Background: an optimization exercise with open tools, aiming at small area, a short achievable clock period and few clock cycles per item. Do not read the settings as production practice. No activity file was given, so power comes from the tool's default toggle rates.

== main ==
==> flow/design.v <==
`default_nettype none
package rdc_pkg;
   localparam int FIELD_BITS = 32;
   localparam int NCELL = 14;
   localparam int DIGIT_BITS = 4;
   localparam logic [1:0] TY_ONE  = 2'd0;   
   localparam logic [1:0] TY_BIN  = 2'd1;   
   localparam logic [1:0] TY_QUAT = 2'd2;   
   localparam logic [1:0] TY_TERN = 2'd3;   
endpackage
`default_nettype wire
`default_nettype none
import rdc_pkg::*;
module radix_digit_converter_unit (
   input  wire logic        clock,
   input  wire logic        reset,
   input  wire logic        req_tvalid,
   output logic             req_tready,
   input  wire logic [31:0] req_tdata,    
   output logic             rsp_tvalid,
   input  wire logic        rsp_tready,
   output logic [7:0]       rsp_tdata,    
   output logic             rsp_tlast,    
   input  wire logic        csr_wr_en,
   input  wire logic [4:0]  csr_wr_data   
);
   function automatic logic [3:0] add3(input logic [3:0] d);
      add3[3] = d[3] | (d[2] & d[0]) | (d[2] & d[1]);
      add3[2] = (d[3] & d[0]) | (d[2] & ~d[1] & ~d[0]);
      add3[1] = (d[3] & ~d[0]) | (d[1] & d[0]) | (~d[2] & d[1]);
      add3[0] = (d[3] & ~d[0]) | (d[2] & d[1] & ~d[0]) | (~d[3] & ~d[2] & d[0]);
   endfunction
   function automatic logic [1:0] lead(input logic [3:0] c, input logic [1:0] ty);
      case (ty)
         TY_BIN:  lead = c[3] ? 2'd3 : c[2] ? 2'd2 : c[1] ? 2'd1 : 2'd0;
         TY_QUAT: lead = (c[3:2] != 2'd0) ? 2'd1 : 2'd0;
         TY_TERN: lead = (c >= 4'd3) ? 2'd1 : 2'd0;
         default: lead = 2'd0;
      endcase
   endfunction
   function automatic logic [2:0] top_nib(input logic [31:0] v);
      logic [2:0] t;
      t = 3'd0;
      for (int i = 1; i < 8; i++) begin
         if (v[4*i +: 4] != 4'd0) t = 3'(i);
      end
      top_nib = t;
   endfunction
   function automatic logic [3:0] top_cell(input logic [NCELL-1:0][3:0] c);
      logic [3:0] t;
      t = 4'd0;
      for (int i = 1; i < NCELL; i++) begin
         if (c[i] != 4'd0) t = 4'(i);
      end
      top_cell = t;
   endfunction
   logic [4:0]  radix_ff;
   logic        rdy_ff;
   logic        v_full;
   logic [31:0] v_data;
   logic        v_ld;       
   logic        v_oct;      
   logic        v_bcd;      
   logic        v_gen;      
   logic [3:0]  v_rc;       
   logic [3:0]  v_k;        
   logic [7:2]  v_hl;       
   logic [7:3]  v_hr;       
   logic [2:0]  v_top;      
   logic [1:0]  v_ty;       
   logic [2:0]  v_idx;      
   logic [1:0]  v_bit;      
   logic [3:0]  v_nib;      
   logic        a_busy, a_done;
   logic [1:0]  a_ty;
   logic [NCELL-1:0][3:0] a_cell;
   logic        e_busy, e_first;
   logic        e_lp;       
   logic [1:0]  e_ty;
   logic [3:0]  e_j;
   logic [1:0]  e_s;
   logic [NCELL-1:0][3:0] e_cell;
   logic        o_v, o_l, s_v, s_l;
   logic [3:0]  o_d, s_d;
   assign req_tready = rdy_ff;
   assign rsp_tvalid = o_v;
   assign rsp_tdata  = {4'd0, o_d};
   assign rsp_tlast  = o_l;
   logic [4:0] r_eff;
   logic       d_ld, d_oct, d_bcd, d_gen;
   logic [3:0] d_rc;
   logic [1:0] d_ty;
   always_comb begin
      r_eff = radix_ff;
      if (r_eff < 5'd2)  r_eff = 5'd2;
      if (r_eff > 5'd16) r_eff = 5'd16;
      d_ld = (r_eff == 5'd2) || (r_eff == 5'd4) || (r_eff == 5'd16);
      d_oct = (r_eff == 5'd8);
      d_bcd = (r_eff == 5'd10);
      d_gen = !d_ld && !d_oct && !d_bcd;
      d_rc  = (r_eff == 5'd3) ? 4'd9 : r_eff[3:0];
      case (r_eff)
         5'd2:    d_ty = TY_BIN;
         5'd4:    d_ty = TY_QUAT;
         5'd3:    d_ty = TY_TERN;
         default: d_ty = TY_ONE;
      endcase
   end
   logic       emit, e_last, handoff, start, start_last, step_last, v_free;
   logic [2:0] top;
   logic [3:0] nib1;
   logic       bit_in;
   logic [3:0] e_rd;
   logic [1:0] s_eff, s_max;
   logic [3:0] e_dig;
   logic [3:0] h_top;          
   logic [NCELL-1:0] h_nz;
   logic [1:0] h_s0;           
   logic [3:0] e_j_n;
   logic [1:0] e_s_n;
   always_comb begin
      h_top = top_cell(a_cell);
      for (int i = 0; i < NCELL; i++) h_nz[i] = (a_cell[i] != 4'd0);
      h_s0 = lead(a_cell[0], a_ty);
      e_rd = e_cell[e_j];
      case (e_ty)
         TY_BIN:  s_max = 2'd3;
         TY_QUAT: s_max = 2'd1;
         TY_TERN: s_max = 2'd1;
         default: s_max = 2'd0;
      endcase
      s_eff = e_first ? lead(e_rd, e_ty) : e_s;
      if (s_eff == 2'd0) begin
         e_j_n = e_j - 4'd1;
         e_s_n = s_max;
      end else begin
         e_j_n = e_j;
         e_s_n = s_eff - 2'd1;
      end
      case (e_ty)
         TY_BIN:  e_dig = {3'd0, e_rd[s_eff]};
         TY_QUAT: e_dig = s_eff[0] ? {2'd0, e_rd[3:2]} : {2'd0, e_rd[1:0]};
         TY_TERN: begin
            if (s_eff[0]) e_dig = (e_rd >= 4'd6) ? 4'd2 : (e_rd >= 4'd3) ? 4'd1 : 4'd0;
            else          e_dig = (e_rd >= 4'd6) ? e_rd - 4'd6 : (e_rd >= 4'd3) ? e_rd - 4'd3 : e_rd;
         end
         default: e_dig = e_rd;
      endcase
   end
   always_comb begin
      emit       = e_busy && !s_v;
      e_last     = emit && e_lp;
      handoff    = a_done && (!e_busy || e_last);
      start      = v_full && !a_busy && (!a_done || handoff);
      top        = v_top;
      start_last = v_ld || v_oct || (v_bcd && (top == 3'd0));
      step_last  = (v_idx == 3'd0) && (!v_gen || (v_bit == 2'd0));
      v_free     = (a_busy && step_last) || (start && start_last);
      nib1       = v_data[{top, 2'b00} +: 4];
      bit_in     = v_nib[v_bit];
   end
   logic [NCELL-1:0][3:0] first_cells, bcd_cells, gen_cells;
   always_comb begin
      first_cells = '0;
      if (v_ld) begin
         for (int i = 0; i < 8; i++) first_cells[i] = v_data[4*i +: 4];
      end else if (v_oct) begin
         for (int i = 0; i < 10; i++) first_cells[i] = {1'b0, v_data[3*i +: 3]};
         first_cells[10] = {2'd0, v_data[31:30]};
      end else if (v_bcd) begin
         if (nib1 >= 4'd10) begin
            first_cells[0] = nib1 - 4'd10;
            first_cells[1] = 4'd1;
         end else begin
            first_cells[0] = nib1;
         end
      end else begin
         first_cells[0] = {2'd0, nib1[3:2]};
      end
   end
   localparam int NBCD = 10;
   logic [NBCD-1:0][3:0] bx, bc;
   always_comb begin
      bx = a_cell[NBCD-1:0];
      for (int s = 3; s >= 0; s--) begin
         for (int i = 0; i < NBCD; i++) bc[i] = add3(bx[i]);
         for (int i = 0; i < NBCD; i++) begin
            bx[i] = {bc[i][2:0], (i == 0) ? v_nib[s] : bc[i-1][3]};
         end
      end
      bcd_cells = '0;
      bcd_cells[NBCD-1:0] = bx;
   end
   logic [NCELL-1:0][3:0] g_t0, g_t1;
   logic [NCELL-1:0]      gg, pp, gn, pn;    
   logic [NCELL:0]        g_cy;
   always_comb begin
      for (int i = 0; i < NCELL; i++) begin
         g_t0[i] = {a_cell[i][2:0], 1'b0} + v_k;
         g_t1[i] = g_t0[i] + 4'd1;
         gg[i]   = a_cell[i][3];
         pp[i]   = a_cell[i][3];
         for (int h = 3; h < 8; h++) gg[i] = gg[i] | (v_hr[h] & (a_cell[i][2:0] >= 3'(h)));
         for (int h = 2; h < 8; h++) pp[i] = pp[i] | (v_hl[h] & (a_cell[i][2:0] >= 3'(h)));
      end
      for (int l = 0; l < 4; l++) begin
         gn = gg;
         pn = pp;
         for (int i = 0; i < NCELL; i++) begin
            if ((i >> l) & 1) begin
               gn[i] = gg[i] | (pp[i] & gg[((i >> l) << l) - 1]);
               pn[i] = pp[i] & pp[((i >> l) << l) - 1];
            end
         end
         gg = gn;
         pp = pn;
      end
      g_cy[0] = bit_in;
      for (int i = 0; i < NCELL; i++) g_cy[i+1] = gg[i] | (pp[i] & bit_in);
      for (int i = 0; i < NCELL; i++) begin
         if (g_cy[i]) gen_cells[i] = g_cy[i+1] ? g_t1[i][3:0] : {a_cell[i][2:0], 1'b1};
         else         gen_cells[i] = g_cy[i+1] ? g_t0[i][3:0] : {a_cell[i][2:0], 1'b0};
      end
   end
   logic       v_full_n, a_busy_n, step_last_n;
   logic [2:0] v_idx_n;
   logic [1:0] v_bit_n;
   always_comb begin
      v_idx_n = v_idx;
      v_bit_n = v_bit;
      if (start) begin
         v_idx_n = v_gen ? top : top - 3'd1;
         v_bit_n = v_gen ? 2'd1 : 2'd3;
      end else if (a_busy) begin
         if (!v_gen || v_bit == 2'd0) begin
            v_idx_n = v_idx - 3'd1;
            v_bit_n = 2'd3;
         end else begin
            v_bit_n = v_bit - 2'd1;
         end
      end
      v_full_n    = rdy_ff ? req_tvalid : (v_full && !v_free);
      a_busy_n    = (start && !start_last) || (a_busy && !step_last);
      step_last_n = (v_idx_n == 3'd0) && (!v_gen || (v_bit_n == 2'd0));
   end
   always_ff @(posedge clock) begin
      if (reset) begin
         radix_ff <= 5'd2;
         rdy_ff   <= 1'b1;
         v_full   <= 1'b0;
         a_busy   <= 1'b0;
         a_done   <= 1'b0;
         e_busy   <= 1'b0;
         o_v      <= 1'b0;
         s_v      <= 1'b0;
      end else begin
         if (csr_wr_en) radix_ff <= csr_wr_data;
         v_full <= v_full_n;
         rdy_ff <= !v_full_n || (a_busy_n && step_last_n);
         a_busy <= a_busy_n;
         if ((start && start_last) || (a_busy && step_last)) a_done <= 1'b1;
         else if (handoff) a_done <= 1'b0;
         if (handoff) e_busy <= 1'b1;
         else if (e_last) e_busy <= 1'b0;
         if (s_v) begin
            if (!o_v || rsp_tready) begin
               o_v <= 1'b1;
               s_v <= 1'b0;
            end
         end else if (emit) begin
            if (!o_v || rsp_tready) o_v <= 1'b1;
            else s_v <= 1'b1;
         end else if (rsp_tready) begin
            o_v <= 1'b0;
         end
      end
      if (rdy_ff) begin
         v_data <= req_tdata;
         v_ld   <= d_ld;
         v_oct  <= d_oct;
         v_bcd  <= d_bcd;
         v_gen  <= d_gen;
         v_rc   <= d_rc;
         v_k    <= 4'd0 - d_rc;
         for (int h = 2; h < 8; h++) v_hl[h] <= (d_rc[3:1] == 3'(h));
         for (int h = 3; h < 8; h++) v_hr[h] <= ({1'b0, d_rc[3:1]} + {3'd0, d_rc[0]} == 4'(h));
         v_top  <= top_nib(req_tdata);
         v_ty   <= d_ty;
      end
      v_idx <= v_idx_n;
      v_bit <= v_bit_n;
      v_nib <= v_data[{v_idx_n, 2'b00} +: 4];
      if (start) begin
         a_cell <= first_cells;
         a_ty   <= v_ty;
      end else if (a_busy) begin
         a_cell <= v_gen ? gen_cells : bcd_cells;
      end
      if (handoff) begin
         e_cell <= a_cell;
         e_j    <= h_top;
         e_first <= 1'b1;
         e_lp   <= !(|h_nz[NCELL-1:1]) && (h_s0 == 2'd0);
         e_ty   <= a_ty;
      end else if (emit) begin
         e_first <= 1'b0;
         e_j    <= e_j_n;
         e_s    <= e_s_n;
         e_lp   <= (e_j_n == 4'd0) && (e_s_n == 2'd0);
      end
      if (s_v) begin
         if (!o_v || rsp_tready) begin
            o_d <= s_d;
            o_l <= s_l;
         end
      end else if (emit) begin
         if (!o_v || rsp_tready) begin
            o_d <= e_dig;
            o_l <= e_last;
         end else begin
            s_d <= e_dig;
            s_l <= e_last;
         end
      end
   end
endmodule
`default_nettype wire
==> flow/config.mk <==
export PLATFORM = sky130hd
export DESIGN_NAME = radix_digit_converter_unit
export DESIGN_NICKNAME = radix_digit_converter_unit
export VERILOG_FILES = /design/flow/design.v
export SDC_FILE = /design/flow/constraint.sdc
export NUM_CORES = 4
export LEC_CHECK = 0
export ABC_AREA = 1
export CAP_MARGIN = 20
export CORE_MARGIN = 2
export CORE_UTILIZATION = 40
export SLEW_MARGIN = 20
==> flow/constraint.sdc <==
create_clock -name core_clock -period 12.0 [get_ports {clock}]
set_input_delay 2.4000 -clock core_clock [delete_from_list [all_inputs] [get_ports {clock}]]
set_output_delay 2.4000 -clock core_clock [all_outputs]
set_load 0.01 [all_outputs]
standard.sh (not shown) runs the stock make flow with config.mk's settings and CLKGATE_MAP_FILE= SYNTH_SCRIPT=/design/flow/synth_recipe.tcl, a recipe that flattens the netlist after the stock synthesis.
==> flow/flow/run.sh <==
#!/bin/bash
# Standard layout, with timing repair aiming well below the clock period:
# repair_timing treats any path with less than SETUP_SLACK_MARGIN ns of slack as failing.
set -euo pipefail
bash standard.sh synth > synth.log 2>&1
bash standard.sh SETUP_SLACK_MARGIN=8.5 finish > layout.log 2>&1
--- input diff main..the feature branch ---
-- flow/design.v --
<<< main, line 64
   logic        v_gen;      
   logic [3:0]  v_rc;       
   logic [3:0]  v_k;        
   logic [7:2]  v_hl;       
   logic [7:3]  v_hr;       
>>> the feature branch, line 64
   logic        v_gen;      
   logic [3:0]  v_rc;       
   logic [7:2]  v_hl;       
   logic [7:3]  v_hr;       
<<< main, line 192
      bcd_cells[NBCD-1:0] = bx;
   end
   logic [NCELL-1:0][3:0] g_t0, g_t1;
   logic [NCELL-1:0]      gg, pp, gn, pn;    
   logic [NCELL:0]        g_cy;
   always_comb begin
      for (int i = 0; i < NCELL; i++) begin
         g_t0[i] = {a_cell[i][2:0], 1'b0} + v_k;
         g_t1[i] = g_t0[i] + 4'd1;
         gg[i]   = a_cell[i][3];
         pp[i]   = a_cell[i][3];
>>> the feature branch, line 191
      bcd_cells[NBCD-1:0] = bx;
   end
   logic [NCELL-1:0][4:0] g_t0, g_t1;
   logic [NCELL-1:0]      gg, pp, gn, pn;    
   logic [NCELL:0]        g_cy;
   always_comb begin
      for (int i = 0; i < NCELL; i++) begin
         g_t0[i] = {a_cell[i], 1'b0} - {1'b0, v_rc};
         g_t1[i] = {a_cell[i], 1'b1} - {1'b0, v_rc};
         gg[i]   = a_cell[i][3];
         pp[i]   = a_cell[i][3];
<<< main, line 282
         v_gen  <= d_gen;
         v_rc   <= d_rc;
         v_k    <= 4'd0 - d_rc;
         for (int h = 2; h < 8; h++) v_hl[h] <= (d_rc[3:1] == 3'(h));
         for (int h = 3; h < 8; h++) v_hr[h] <= ({1'b0, d_rc[3:1]} + {3'd0, d_rc[0]} == 4'(h));
>>> the feature branch, line 281
         v_gen  <= d_gen;
         v_rc   <= d_rc;
         for (int h = 2; h < 8; h++) v_hl[h] <= (d_rc[3:1] == 3'(h));
         for (int h = 3; h < 8; h++) v_hr[h] <= ({1'b0, d_rc[3:1]} + {3'd0, d_rc[0]} == 4'(h));
[summary]
Between the feature branch and main, the register fraction of the total cell area is lower for the feature branch. Looking at timing startpoint of the critical path, the o_l$_DFFE_PP_ result is from the feature branch; the v_hr[5]$_DFFE_PP_ one comes from main. On violation count after the first detailed-route iteration, the lower figure sits with the feature branch, not main. [compare] base=main new=the feature branch: total detailed-routing wirelength shows an increase of about 5%, critical path depth went down 13, fraction of power spent switching nets went up, number of cells in the design after placement rose by about 3.2%. Diff main -> the feature branch: total power increased about 4.3%, worst setup slack increased 22 ps.
Function was not checked in any run of this note: the RTL went through the layout flow alone.

-- re-timing with driven ports --
In the flow no input, the clock included, has a driving cell. The finished layouts below were timed again as built, in two steps.
Step 1 sets driving cells, clkbuf_16 on the clock port and buf_2 on the other inputs (assumed; they add their load-dependent delay and slew).
Step 2 adds t to the input delays and takes it off the output delays; t is the mean of the earliest and latest rising clock arrival at the registers after step 1. Input paths then give back, and output paths get back, about the clock's delay inside the block.
a / b / c = ideal ports / drivers / drivers and shift; a / b = the first two.
run	shift t [ns]	setup slack, ns	worst hold slack (ns)	worst register clock-pin slew, ns	pins driven straight from the clock port
main	0.605	8.495 / 8.483 / 8.011	0.428 / 0.428 / 0.428	0.07 / 0.07	1
the feature branch	0.607	8.517 / 8.464 / 8.016	0.432 / 0.432 / 0.432	0.07 / 0.07	1
After both steps every run listed still meets setup and hold. For the feature branch, which loses most, drivers alone change the setup slack by -0.053 ns; drivers and shift together by -0.501 ns.
